This is an optimization exercise on Yosys and OpenROAD, whose aim is small area, not a production implementation. No run shown here included a check of the RTL's function; only the layout flow was run. Power and IR drop assume default switching activity.

===== design.v =====
package ritc_pkg;
	localparam int DEMUX = 16;
	localparam int SAMPLE_BITS = 3;
	localparam int NBITS = DEMUX * SAMPLE_BITS;
	localparam int NCHAN = 3;
	localparam int PHASE_BITS = 8;
	localparam int CFG_BITS = 8;
	localparam int STATUS_BITS = 8;
	typedef enum logic [1:0] {
		REG_THR_HI = 2'd0,
		REG_THR_LO = 2'd1,
		REG_MASK   = 2'd2,
		REG_STATUS = 2'd3
	} reg_addr_e;
endpackage
module ritc_channel_storage #(
	parameter int STAGES = 0
) (
	input  logic                                   clk_i,
	input  logic                                   rst_n_i,
	input  logic [ritc_pkg::NBITS-1:0]             in_i,
	output logic [ritc_pkg::NBITS*(STAGES+1)-1:0]  out_o
);
	localparam int W = ritc_pkg::NBITS;
	generate
		if (STAGES == 0) begin : g_pass
			assign out_o = in_i;
		end else begin : g_hist
			logic [W*STAGES-1:0] hist_q;
			assign out_o = {hist_q, in_i};
			always_ff @(posedge clk_i) begin
				if (!rst_n_i) begin
					hist_q <= '0;
				end else begin
					hist_q <= out_o[W*STAGES-1:0];
				end
			end
		end
	endgenerate
endmodule
module ritc_summary_storage #(
	parameter int STAGES = 1
) (
	input  logic                                        clk_i,
	input  logic                                        rst_n_i,
	input  logic [2*ritc_pkg::SAMPLE_BITS-1:0]          in_i,
	output logic [2*ritc_pkg::SAMPLE_BITS*STAGES-1:0]   out_o
);
	localparam int SW = 2 * ritc_pkg::SAMPLE_BITS;
	logic [SW*STAGES-1:0]     sum_q;
	logic [SW*(STAGES+1)-1:0] chain;
	assign chain = {sum_q, in_i};
	assign out_o = sum_q;
	localparam logic [SW-1:0] ZERO_SUM = {{ritc_pkg::SAMPLE_BITS{1'b1}}, {ritc_pkg::SAMPLE_BITS{1'b0}}};
	always_ff @(posedge clk_i) begin
		if (!rst_n_i) begin
			sum_q <= {STAGES{ZERO_SUM}};
		end else begin
			sum_q <= chain[SW*STAGES-1:0];
		end
	end
endmodule
module ritc_input_storage #(
	parameter int A_STAGES = 0,
	parameter int B_STAGES = 2,
	parameter int C_STAGES = 3
) (
	input  logic                                              clk_i,
	input  logic                                              rst_n_i,
	input  logic [ritc_pkg::NBITS-1:0]                        a_i,
	input  logic [ritc_pkg::NBITS-1:0]                        b_i,
	input  logic [ritc_pkg::NBITS-1:0]                        c_i,
	output logic [ritc_pkg::NBITS*(A_STAGES+1)-1:0]           as_o,
	output logic [ritc_pkg::NBITS*(B_STAGES+1)-1:0]           bs_o,
	output logic [ritc_pkg::NBITS*(C_STAGES+1)-1:0]           cs_o
);
	ritc_channel_storage #(.STAGES(A_STAGES)) u_store_a (
		.clk_i(clk_i), .rst_n_i(rst_n_i), .in_i(a_i), .out_o(as_o)
	);
	ritc_channel_storage #(.STAGES(B_STAGES)) u_store_b (
		.clk_i(clk_i), .rst_n_i(rst_n_i), .in_i(b_i), .out_o(bs_o)
	);
	ritc_channel_storage #(.STAGES(C_STAGES)) u_store_c (
		.clk_i(clk_i), .rst_n_i(rst_n_i), .in_i(c_i), .out_o(cs_o)
	);
endmodule
module ritc_trig_config (
	input  logic                                clk_i,
	input  logic                                rst_n_i,
	input  logic                                cfg_we_i,
	input  ritc_pkg::reg_addr_e                 cfg_addr_i,
	input  logic [ritc_pkg::CFG_BITS-1:0]       cfg_wdata_i,
	input  logic                                trig_pulse_i,
	output logic [ritc_pkg::SAMPLE_BITS-1:0]    thr_hi_o,
	output logic [ritc_pkg::SAMPLE_BITS-1:0]    thr_lo_o,
	output logic [ritc_pkg::NCHAN-1:0]          mask_o,
	output logic [ritc_pkg::CFG_BITS-1:0]       cfg_rdata_o
);
	localparam int SB = ritc_pkg::SAMPLE_BITS;
	localparam int NC = ritc_pkg::NCHAN;
	logic [SB-1:0]                       thr_hi_q;
	logic [SB-1:0]                       thr_lo_q;
	logic [NC-1:0]                       mask_q;
	logic [ritc_pkg::STATUS_BITS-1:0]    status_q;
	always_ff @(posedge clk_i) begin
		if (!rst_n_i) begin
			thr_hi_q <= '1;
			thr_lo_q <= '0;
			mask_q   <= '1;
		end else if (cfg_we_i) begin
			case (cfg_addr_i)
				ritc_pkg::REG_THR_HI: thr_hi_q <= cfg_wdata_i[SB-1:0];
				ritc_pkg::REG_THR_LO: thr_lo_q <= cfg_wdata_i[SB-1:0];
				ritc_pkg::REG_MASK:   mask_q   <= cfg_wdata_i[NC-1:0];
				default: ;
			endcase
		end
	end
	always_ff @(posedge clk_i) begin
		if (!rst_n_i) begin
			status_q <= '0;
		end else if (trig_pulse_i) begin
			status_q <= status_q + 1'b1;
		end
	end
	assign thr_hi_o = thr_hi_q;
	assign thr_lo_o = thr_lo_q;
	assign mask_o   = mask_q;
	always_comb begin
		cfg_rdata_o = '0;
		case (cfg_addr_i)
			ritc_pkg::REG_THR_HI: cfg_rdata_o[SB-1:0] = thr_hi_q;
			ritc_pkg::REG_THR_LO: cfg_rdata_o[SB-1:0] = thr_lo_q;
			ritc_pkg::REG_MASK:   cfg_rdata_o[NC-1:0] = mask_q;
			default:              cfg_rdata_o[ritc_pkg::STATUS_BITS-1:0] = status_q;
		endcase
	end
endmodule
module ritc_any16 (
	input  logic [ritc_pkg::DEMUX-1:0] in_i,
	output logic                       out_o
);
	assign out_o = |in_i;
endmodule
module ritc_nall16 (
	input  logic [ritc_pkg::DEMUX-1:0] in_i,
	output logic                       out_o
);
	assign out_o = ~&in_i;
endmodule
module ritc_max_mid (
	input  logic [ritc_pkg::DEMUX-1:0] s1_i,
	input  logic [ritc_pkg::DEMUX-1:0] s2_i,
	input  logic                       top_i,
	output logic                       out_o
);
	assign out_o = |(s1_i & (s2_i | {ritc_pkg::DEMUX{~top_i}}));
endmodule
module ritc_max_low (
	input  logic [ritc_pkg::DEMUX-1:0] s0_i,
	input  logic [ritc_pkg::DEMUX-1:0] s1_i,
	input  logic [ritc_pkg::DEMUX-1:0] s2_i,
	input  logic                       top_i,
	input  logic                       mid_i,
	output logic                       out_o
);
	assign out_o = |(s0_i & (s2_i | {ritc_pkg::DEMUX{~top_i}}) & (s1_i | {ritc_pkg::DEMUX{~mid_i}}));
endmodule
module ritc_min_mid (
	input  logic [ritc_pkg::DEMUX-1:0] s1_i,
	input  logic [ritc_pkg::DEMUX-1:0] s2_i,
	input  logic                       top_i,
	output logic                       out_o
);
	assign out_o = ~&(s1_i | (s2_i & {ritc_pkg::DEMUX{top_i}}));
endmodule
module ritc_min_low (
	input  logic [ritc_pkg::DEMUX-1:0] s0_i,
	input  logic [ritc_pkg::DEMUX-1:0] s1_i,
	input  logic [ritc_pkg::DEMUX-1:0] s2_i,
	input  logic                       top_i,
	input  logic                       mid_i,
	output logic                       out_o
);
	assign out_o = ~&(s0_i | (s2_i & {ritc_pkg::DEMUX{top_i}}) | (s1_i & {ritc_pkg::DEMUX{mid_i}}));
endmodule
module ritc_word_summary (
	input  logic [ritc_pkg::NBITS-1:0]           w_i,
	output logic [2*ritc_pkg::SAMPLE_BITS-1:0]   sum_o
);
	localparam int DX = ritc_pkg::DEMUX;
	logic [DX-1:0] s0, s1, s2;
	always_comb begin
		for (int i = 0; i < DX; i++) begin
			s0[i] = w_i[i*3];
			s1[i] = w_i[i*3+1];
			s2[i] = w_i[i*3+2];
		end
	end
	logic [2:0] mx, tmn;
	ritc_any16   u_max_top (.in_i(s2), .out_o(mx[2]));
	ritc_max_mid u_max_mid (.s1_i(s1), .s2_i(s2), .top_i(mx[2]), .out_o(mx[1]));
	ritc_max_low u_max_low (.s0_i(s0), .s1_i(s1), .s2_i(s2), .top_i(mx[2]), .mid_i(mx[1]), .out_o(mx[0]));
	ritc_nall16  u_min_top (.in_i(s2), .out_o(tmn[2]));
	ritc_min_mid u_min_mid (.s1_i(s1), .s2_i(s2), .top_i(tmn[2]), .out_o(tmn[1]));
	ritc_min_low u_min_low (.s0_i(s0), .s1_i(s1), .s2_i(s2), .top_i(tmn[2]), .mid_i(tmn[1]), .out_o(tmn[0]));
	assign sum_o = {tmn, mx};
endmodule
module ritc_ge3 (
	input  logic [ritc_pkg::SAMPLE_BITS-1:0] x_i,
	input  logic [ritc_pkg::SAMPLE_BITS-1:0] y_n_i,
	output logic                             ge_o
);
	logic c1, c2;
	assign c1   = x_i[0] | y_n_i[0];
	assign c2   = (x_i[1] & y_n_i[1]) | (x_i[1] & c1) | (y_n_i[1] & c1);
	assign ge_o = (x_i[2] & y_n_i[2]) | (x_i[2] & c2) | (y_n_i[2] & c2);
endmodule
module ritc_window_trigger #(
	parameter int A_STAGES = 0,
	parameter int B_STAGES = 2,
	parameter int C_STAGES = 3
) (
	input  logic                                              clk_i,
	input  logic                                              rst_n_i,
	input  logic                                              sync_i,
	input  logic [ritc_pkg::NBITS-1:0]                        a_i,
	input  logic [ritc_pkg::NBITS-1:0]                        b_i,
	input  logic [ritc_pkg::NBITS-1:0]                        c_i,
	input  logic [ritc_pkg::SAMPLE_BITS-1:0]                  thr_hi_i,
	input  logic [ritc_pkg::SAMPLE_BITS-1:0]                  thr_lo_i,
	input  logic [ritc_pkg::NCHAN-1:0]                        mask_i,
	output logic                                              trig_o,
	output logic [ritc_pkg::NCHAN-1:0]                        trig_hits_o,
	output logic [ritc_pkg::PHASE_BITS-1:0]                   trig_phase_o
);
	localparam int SB = ritc_pkg::SAMPLE_BITS;
	localparam int SW = 2 * SB;
	logic [SW-1:0] sum_a, sum_b, sum_c;
	ritc_word_summary u_sum_a (.w_i(a_i), .sum_o(sum_a));
	ritc_word_summary u_sum_b (.w_i(b_i), .sum_o(sum_b));
	ritc_word_summary u_sum_c (.w_i(c_i), .sum_o(sum_c));
	logic [SW*(A_STAGES+1)-1:0] win_a;
	logic [SW*(B_STAGES+1)-1:0] win_b;
	logic [SW*(C_STAGES+1)-1:0] win_c;
	generate
		if (A_STAGES == 0) begin : g_a_live
			assign win_a = sum_a;
		end else begin : g_a_hist
			logic [SW*A_STAGES-1:0] hist_a;
			ritc_summary_storage #(.STAGES(A_STAGES)) u_hist_a (
				.clk_i(clk_i), .rst_n_i(rst_n_i), .in_i(sum_a), .out_o(hist_a)
			);
			assign win_a = {hist_a, sum_a};
		end
		if (B_STAGES == 0) begin : g_b_live
			assign win_b = sum_b;
		end else begin : g_b_hist
			logic [SW*B_STAGES-1:0] hist_b;
			ritc_summary_storage #(.STAGES(B_STAGES)) u_hist_b (
				.clk_i(clk_i), .rst_n_i(rst_n_i), .in_i(sum_b), .out_o(hist_b)
			);
			assign win_b = {hist_b, sum_b};
		end
		if (C_STAGES == 0) begin : g_c_live
			assign win_c = sum_c;
		end else begin : g_c_hist
			logic [SW*C_STAGES-1:0] hist_c;
			ritc_summary_storage #(.STAGES(C_STAGES)) u_hist_c (
				.clk_i(clk_i), .rst_n_i(rst_n_i), .in_i(sum_c), .out_o(hist_c)
			);
			assign win_c = {hist_c, sum_c};
		end
	endgenerate
	logic [SB-1:0] thr_hi_n;
	assign thr_hi_n = ~thr_hi_i;
	logic [2*A_STAGES+1:0] hit_a;
	logic [2*B_STAGES+1:0] hit_b;
	logic [2*C_STAGES+1:0] hit_c;
	generate
		for (genvar k = 0; k <= A_STAGES; k++) begin : g_hit_a
			ritc_ge3 u_hi (.x_i(win_a[k*SW +: SB]),      .y_n_i(thr_hi_n), .ge_o(hit_a[2*k]));
			ritc_ge3 u_lo (.x_i(win_a[k*SW + SB +: SB]), .y_n_i(thr_lo_i), .ge_o(hit_a[2*k+1]));
		end
		for (genvar k = 0; k <= B_STAGES; k++) begin : g_hit_b
			ritc_ge3 u_hi (.x_i(win_b[k*SW +: SB]),      .y_n_i(thr_hi_n), .ge_o(hit_b[2*k]));
			ritc_ge3 u_lo (.x_i(win_b[k*SW + SB +: SB]), .y_n_i(thr_lo_i), .ge_o(hit_b[2*k+1]));
		end
		for (genvar k = 0; k <= C_STAGES; k++) begin : g_hit_c
			ritc_ge3 u_hi (.x_i(win_c[k*SW +: SB]),      .y_n_i(thr_hi_n), .ge_o(hit_c[2*k]));
			ritc_ge3 u_lo (.x_i(win_c[k*SW + SB +: SB]), .y_n_i(thr_lo_i), .ge_o(hit_c[2*k+1]));
		end
	endgenerate
	logic [ritc_pkg::NCHAN-1:0] hits;
	assign hits = {|hit_c, |hit_b, |hit_a};
	logic                            phase_clr_q;
	logic [ritc_pkg::PHASE_BITS-1:0] phase;
	always_ff @(posedge clk_i) begin
		if (!rst_n_i) begin
			phase_clr_q <= 1'b1;
		end else begin
			phase_clr_q <= sync_i;
		end
	end
	assign phase = phase_clr_q ? '0 : trig_phase_o + 1'b1;
	always_ff @(posedge clk_i) begin
		if (!rst_n_i) begin
			trig_o       <= 1'b0;
			trig_hits_o  <= '0;
			trig_phase_o <= '0;
		end else begin
			trig_o       <= (|mask_i) && ((hits & mask_i) == mask_i);
			trig_hits_o  <= hits;
			trig_phase_o <= phase;
		end
	end
endmodule
module ritc_trigger_top #(
	parameter int A_STAGES = 0,
	parameter int B_STAGES = 2,
	parameter int C_STAGES = 3
) (
	input  logic                                              clk_i,
	input  logic                                              rst_n_i,
	input  logic                                              sync_i,
	input  logic [ritc_pkg::NBITS-1:0]                        a_i,
	input  logic [ritc_pkg::NBITS-1:0]                        b_i,
	input  logic [ritc_pkg::NBITS-1:0]                        c_i,
	input  logic                                              cfg_we_i,
	input  ritc_pkg::reg_addr_e                               cfg_addr_i,
	input  logic [ritc_pkg::CFG_BITS-1:0]                     cfg_wdata_i,
	output logic [ritc_pkg::CFG_BITS-1:0]                     cfg_rdata_o,
	output logic [ritc_pkg::NBITS*(A_STAGES+1)-1:0]           as_o,
	output logic [ritc_pkg::NBITS*(B_STAGES+1)-1:0]           bs_o,
	output logic [ritc_pkg::NBITS*(C_STAGES+1)-1:0]           cs_o,
	output logic                                              trig_o,
	output logic [ritc_pkg::NCHAN-1:0]                        trig_hits_o,
	output logic [ritc_pkg::PHASE_BITS-1:0]                   trig_phase_o
);
	logic [ritc_pkg::SAMPLE_BITS-1:0]         thr_hi;
	logic [ritc_pkg::SAMPLE_BITS-1:0]         thr_lo;
	logic [ritc_pkg::NCHAN-1:0]               mask;
	ritc_input_storage #(
		.A_STAGES(A_STAGES), .B_STAGES(B_STAGES), .C_STAGES(C_STAGES)
	) u_storage (
		.clk_i(clk_i), .rst_n_i(rst_n_i),
		.a_i(a_i), .b_i(b_i), .c_i(c_i),
		.as_o(as_o), .bs_o(bs_o), .cs_o(cs_o)
	);
	ritc_trig_config u_config (
		.clk_i(clk_i), .rst_n_i(rst_n_i),
		.cfg_we_i(cfg_we_i), .cfg_addr_i(cfg_addr_i), .cfg_wdata_i(cfg_wdata_i),
		.trig_pulse_i(trig_o),
		.thr_hi_o(thr_hi), .thr_lo_o(thr_lo), .mask_o(mask),
		.cfg_rdata_o(cfg_rdata_o)
	);
	ritc_window_trigger #(
		.A_STAGES(A_STAGES), .B_STAGES(B_STAGES), .C_STAGES(C_STAGES)
	) u_trigger (
		.clk_i(clk_i), .rst_n_i(rst_n_i), .sync_i(sync_i),
		.a_i(a_i), .b_i(b_i), .c_i(c_i),
		.thr_hi_i(thr_hi), .thr_lo_i(thr_lo), .mask_i(mask),
		.trig_o(trig_o), .trig_hits_o(trig_hits_o), .trig_phase_o(trig_phase_o)
	);
endmodule

===== flow/run.sh =====
#!/bin/bash
# Standard ORFS layout (the standard.sh) with two layout choices changed:
#  - every input and output port still gets a buffer, but the small buf_1 cell
#  - the clock tree is built from smaller clock buffers, without dummy loads
set -o pipefail
export BUFFER_PORTS_ARGS="-buffer_cell sky130_fd_sc_hd__buf_1"
export CTS_ARGS="-sink_clustering_enable -repair_clock_nets -buf_list sky130_fd_sc_hd__clkbuf_8 -root_buf sky130_fd_sc_hd__clkbuf_8 -dont_use_dummy_load -sink_clustering_size 16 -sink_clustering_max_diameter 50"
bash standard.sh > standard.log 2>&1

===== standard.sh =====
#!/bin/bash
# synth_recipe.tcl (not shown) runs the flow's synth.tcl, then flattens the netlist and writes it again
# the make line also repeats each setting of config.mk as NAME=value (left out here)
make -C /OpenROAD-flow-scripts/flow DESIGN_CONFIG=/design/flow/config.mk WORK_HOME=/design/flow/orfs CLKGATE_MAP_FILE= SYNTH_SCRIPT=/design/flow/synth_recipe.tcl "${@:-finish}"

===== config.mk =====
export PLATFORM = sky130hd
export DESIGN_NAME = ritc_trigger_top
export DESIGN_NICKNAME = ritc_trigger_top
export VERILOG_FILES = /design/flow/design.v
export SDC_FILE = /design/flow/constraint.sdc
export NUM_CORES = 4
export LEC_CHECK = 0
export CAP_MARGIN = 20
export CORE_MARGIN = 2
export CORE_UTILIZATION = 40
export SLEW_MARGIN = 20
export SYNTH_HIERARCHICAL = 1

===== constraint.sdc =====
create_clock -name core_clock -period 4.5 [get_ports {clk_i}]
set_input_delay 0.9000 -clock core_clock [delete_from_list [all_inputs] [get_ports {clk_i}]]
set_output_delay 0.9000 -clock core_clock [all_outputs]
set_load 0.01 [all_outputs]

==> results of run 1 <==
placed cells by master (no fill, tap or decap), types with 4 or more instances in the layout:
master / instances
and2_1: 256
nand3_1: 10
o21ai_0: 4
nand2_1: 28
nor4_1: 42
a221oi_1: 45
or2b_1: 6
mux2i_1: 10
nor2_1: 36
a22o_1: 6
o221ai_1: 45
clkbuf_8: 31
or4_1: 7
xor2_1: 5
a211oi_1: 48
a22oi_1: 12
nand4_1: 46
buf_4: 66
buf_1: 555
o221ai_2: 6
o22ai_1: 18
a21oi_1: 5
nand2b_1: 11
inv_2: 6
a221oi_2: 9
and3_1: 5
or3_1: 7
nor3_1: 4
dfxtp_1: 300
state kept, by name, summed over array words and instances, names as in the netlist:
signal,flops
u_config.mask_q,3
u_config.status_q,8
u_config.thr_hi_q,3
u_config.thr_lo_q,3
u_storage.u_store_b.g_hist.hist_q,96
u_storage.u_store_c.g_hist.hist_q,144
u_trigger.g_b_hist.u_hist_b.sum_q,12
u_trigger.g_c_hist.u_hist_c.sum_q,18
u_trigger.phase_clr_q,1
u_trigger.trig_hits_o,3
u_trigger.trig_o,1
u_trigger.trig_phase_o,8
power groups by stage:
stage | combinational, W | sequential [W] | clock [W]
after floorplan | 0.000355 | 0.00292 | 0
after global routing | 0.000757 | 0.00283 | 0.00160
after detailed placement | 0.000699 | 0.00288 | 0
after global placement | 0.000697 | 0.00288 | 0
final | 0.000700 | 0.00282 | 0.00145
after CTS | 0.000701 | 0.00282 | 0.00150
cell families after synthesis:
logic type / count (synthesis) / share of synthesized area [%]
AND/OR/NAND/NOR: 466 / 22.3
flip-flops: 300 / 48.5
AO/OA/AOI/OAI: 212 / 14.5
buffers and inverters: 203 / 12.7
multiplexers: 13 / 1.38
XOR/XNOR: 7 / 0.495
adder cells (fa/ha/maj): 2 / 0.202
per-module statistics from Yosys, one instance, submodules excluded, excerpt:
module            times used  flip-flops and latches  cells
ritc_max_mid               3                       0     16
ritc_min_mid               3                       0     17
ritc_min_low               3                       0     25
ritc_max_low               3                       0     25
ritc_nall16                3                       0      5
ritc_trig_config           1                      17     78
ritc_ge3                  16                       0      5
ritc_any16                 3                       0      5
worst max-delay path by stage:
| stage | startpoint | end |
|---|---|---|
| floorplan | c_i[38] | u_trigger.trig_o$_SDFF_PN0_ |
| global placement | c_i[29] | u_trigger.trig_o$_SDFF_PN0_ |
| detailed placement | b_i[11] | u_trigger.trig_o$_SDFF_PN0_ |
| CTS | b_i[11] | u_trigger.trig_o$_SDFF_PN0_ |
| global route | c_i[32] | u_trigger.trig_o$_SDFF_PN0_ |
| finish | c_i[8] | u_trigger.trig_o$_SDFF_PN0_ |
final cells by class:
type,instances,area [sq um]
Timing Repair Buffer,625,2650
Multi-Input combinational cell,700,4820
Tap cell,396,495
Clock buffer,31,427
Sequential cell,300,6010
Inverter,10,37.5
Fill cell,3017,16200
stage by stage:
step / power, W / worst slack (ns) / hold WS, ns / cell area [sq um] / util, %
CTS: 0.00502 / 0.710 / 0.377 / 14400 / 47.2
detailed placement: 0.00358 / 0.0817 / 0.431 / 14000 / 45.8
global route: 0.00519 / 0.356 / 0.402 / 14400 / 47.2
finish: 0.00497 / 0.576 / 0.392 / 14400 / 47.2
floorplan: 0.00327 / 0.833 / 0.412 / 12400 / -
global placement: 0.00358 / 0.0761 / 0.426 / 14000 / 45.8
layer usage:
layer,global-route usage [%],part of all wire [%],vias to the layer above
met5,0,0,-
met4,7.87,3.0,0
met3,5.74,8.4,76
met2,41.3,49,553
met1,28.8,40,5157
li1,-,-,5142
==> flow_summary_export.csv, run 1 <==
group,metric,value,unit
worst_setup_path,ff2ff_path_depth,6,
worst_setup_path,required,4.99,ns
timing,rsz0062_at_grt,"false",
synth,ys_seq_area_share,48.5,%
worst_setup_path,rr_endpoint,"u_trigger.trig_o$_SDFF_PN0_",
floorplan,io_pins,562,
clock_network,htree_levels,1,
synth,synthTopCellsByCount,"300 x dfxtp_1, 256 x and2_1, 149 x buf_4",
clock_network,numCtsBuffers,31,
clock_network,numClockSinks,300,
cells_and_area,syn_to_final_growth,16.4,%
detailed_routing,routed_wl,40.6,mm
synth,yosysMostFrequentCell,"dfxtp_1",
timing,setup_tns,0,ns
floorplan,die-area,32400,sq um
job,maxCapViolCount,0,
worst_setup_path,max_stage_delay,0.59,ns
worst_setup_path,worstReg2RegStart,"u_config.thr_hi_q[2]$_SDFFE_PN1P_",
cells_and_area,final_cell_count_no_fill,2062,
synth,synth_top_area_cell,"dfxtp_1",
timing,fmax,255,MHz
worst_setup_path,start_kind,"input port",
worst_setup_path,cp_cell_sequence,"buf_1 -> nand4_1 -> or4_1 -> o2111ai_1 -> buf_12 -> a221oi_1 -> nor4_1 -> nand4_1 -> a211oi_1 -> a211oi_1 -> nor4_1 -> nand3_1 -> and4_1",
synth,yosys-top-cells-area,"dfxtp_1 48%, and2_1 13%, buf_4 9.0%, a221oi_1 3.2%, o221ai_1 3.2%",
detailed_routing,first_pass_iters,5,
synth,netlist_area,12400,sq um
placed_design,globalplace.congestion,0.908,
global_route,grt_usage,23.7,%
worst_setup_path,path_depth,13,
synth,syn_inst,1203,
clock_network,cts_tree,"yes",
detailed_routing,vias_per_cell,5.30,
floorplan,die_x,180,microns
synth,ys_seq_elements,300,
timing,setup_viol,0,
worst_setup_path,critPathMaxFanout,15,
worst_setup_path,path_class,"input port to flip-flop",
placed_design,numPortBuffers,556,
timing,max-slew-margin-rel,37.2,%
worst_setup_path,end_kind,"flip-flop",
clock_network,cts_hold_buf,0,
floorplan,placementRows,64,
placed_design,dpl.hpwl,31.2,mm
global_route,grt_pass1_wl,61.2,mm
clock_network,postCtsSetupRepairBufs,0,
cells_and_area,n_antenna_cell,0,
pwr,switching_share,27.1,%
global_route,antenna_found_initial,0,
detailed_routing,drtIter0Drc,719,
cells_and_area,layout.nets,1828,
pwr,irDropWorstVdd,0.000259,V
pwr,power_density,344,nW/um^2
detailed_routing,postRouteAntennaNets,0,
timing,post-route-period-util,87.2,%
floorplan,start_util,40.5,%
synth,synth_edf_count,0,
worst_hold_path,min_from,"u_trigger.g_c_hist.u_hist_c.sum_q[4]$_SDFF_PN1_",
synth,synth_ff_type,"dfxtp_1",
detailed_routing,detail_route.drc_violations,0,
worst_hold_path,hold-path-endpoint,"u_trigger.g_c_hist.u_hist_c.sum_q[10]$_SDFF_PN1_",
global_route,grt_max_degree,122,
run_status,status,"complete, no violations",
worst_setup_path,critPathTopFamily,"simple AND/OR/NAND/NOR gates",
floorplan,dieHeight,180,microns
pwr,clockPowerShare,29.1,%
clock_network,cts-root-buf,"clkbuf_8",
worst_setup_path,cp_slowest_cell,"or4_1",
timing,finalMaxSlewViolations,0,
worst_setup_path,r2r_slack,2.40,ns
worst_setup_path,arrival,4.41,ns
clock_network,insertion_delay,0.60,ns
synth,syn_nets,1363,
worst_hold_path,whs_path_depth,1,
synth,yosysTopAreaCellShare,48.5,%
clock_network,cts_resized,0,
pwr,pwr-share-seq,56.8,%
global_route,grt_pass1_vias,10400,
pwr,p_int,0.00363,W
synth,synth_cell_types,49,
pwr,switchingPower,0.00134,W
worst_setup_path,worst-path-buf-inv,2,
pwr,p_comb_share,14.1,%
clock_network,cts_max_path_buffers,3,
synth,ys_warn_count,13,
timing,hold_viol,0,
detailed_routing,wl_per_cell,19.7,microns
global_route,grt-ovfl-total,0,
floorplan,coreArea,30600,sq um
detailed_routing,vias,10900,
cells_and_area,final_layout_size_suffix_gt1_share,7.56,%
clock_network,clk_pin_slew_worst_paths,0.06,ns
timing,min_period,3.92,ns
worst_hold_path,hold_class,"flip-flop to flip-flop",
placed_design,post-place-cells,2031,
timing,fin_skew,0.0887,ns
synth,synthArstFlopShare,0,%
pwr,p_leak,5.22,nW
timing,worst_pin_slew,0.943,ns
synth,syn_avg_cell_area,10.3,sq um
==> inputs of run 2 (changes only) <==
==> flow/run.sh (replaced) <==
#!/bin/bash
# Standard ORFS layout (the standard.sh) with two layout choices changed:
#  - every input and output port still gets a buffer, but the small buf_1 cell
#  - the clock tree is built from smaller clock buffers, without dummy loads
set -o pipefail
export BUFFER_PORTS_ARGS="-buffer_cell sky130_fd_sc_hd__buf_1"
export CTS_ARGS="-sink_clustering_enable -repair_clock_nets -buf_list sky130_fd_sc_hd__clkbuf_4 -root_buf sky130_fd_sc_hd__clkbuf_8 -dont_use_dummy_load -sink_clustering_size 10 -sink_clustering_max_diameter 40"
bash standard.sh > standard.log 2>&1
--- a/config.mk
+++ b/config.mk
@@ -9,3 +9,3 @@
 export CORE_MARGIN = 2
-export CORE_UTILIZATION = 40
+export CORE_UTILIZATION = 55
 export SLEW_MARGIN = 20
==> flow_summary_export.csv, run 2 <==
group,metric,value,unit
synth,synthTopCellsByCount,"300 x dfxtp_1, 256 x and2_1, 149 x buf_4",
synth,synthArstFlopShare,0,%
synth,yosysMostFrequentCell,"dfxtp_1",
synth,ys_warn_count,13,
synth,synth_cell_types,49,
synth,netlist_area,12400,sq um
run_status,firstError,"[ERROR PPL-0024] Number of IO pins (562) exceeds maximum number of available positions (550). Increase the die perimeter from 616.44um to 764.32um.",
synth,synth_top_family_by_area,"simple AND/OR/NAND/NOR gates",
run_status,stop_stage,"3_2_place_iop",
synth,synth-compound-area-share,14.5,%
synth,syn_inst,1203,
synth,syn_avg_cell_area,10.3,sq um
synth,ys_seq_area_share,48.5,%
synth,synth_top_area_cell,"dfxtp_1",
floorplan,dieHeight,154,microns
synth,synth_mux_area_share,1.38,%
floorplan,placementRows,54,
synth,synth_edf_count,0,
floorplan,start_util,56.4,%
synth,ys_seq_elements,300,
synth,yosysTopAreaCellShare,48.5,%
synth,synth_fa_ha_area_share,0.202,%
synth,synthSimpleGateAreaFrac,22.3,%
synth,syn_nets,1363,
floorplan,die_x,154,microns
synth,synth-xor-area-share,0.495,%
run_status,status,"aborted with a tool error",
synth,yosys-top-cells-area,"dfxtp_1 48%, and2_1 13%, buf_4 9.0%, a221oi_1 3.2%, o221ai_1 3.2%",
synth,synth_ff_type,"dfxtp_1",
run 2: cell families after synthesis:
family                     after synthesis
and+or+nand+nor                        466
adders and majority gates                2
AOI/OAI and AO/OA                      212
DFF                                    300
xor gates and xnor gates                 7
muxes                                   13
buffers and inverters                  203
run 2: Yosys stat by module, one instance, submodules excluded, excerpt:
module	times used	cells	area, sq um
ritc_any16	3	5	31.3
ritc_nall16	3	5	32.5
ritc_max_mid	3	16	128
ritc_min_low	3	25	230
ritc_min_mid	3	17	114
ritc_trig_config	1	78	788
ritc_max_low	3	25	205
ritc_ge3	16	5	30.0

[re-timing with driven ports]
The flow's constraints put no driver on any port. The routed layout listed below was extracted and timed again, unchanged, in two steps. Step 1, drivers: a clkbuf_16 drives clk_i and a buf_2 each remaining input, both assumed. Step 2 also shifts input and output timing later by t, the mid clock arrival at the registers, as if the neighbouring blocks saw the same clock. a / b / c = ideal / step 1 / step 2; a / b = the first two.
run: run 1
shift t [ns]: 0.619
setup slack, ns: 0.576 / 0.600 / -0.019
worst hold slack (ns): 0.392 / 0.392 / 0.392
worst register clock-pin slew, ns: 0.10 / 0.10
worst slew at a driven data input, ns: 0.09
Met with ideal ports but missed after step 2: setup timing in run 1. The setup slack of run 1 moves by +0.024 ns with the drivers and by -0.595 ns with both steps.
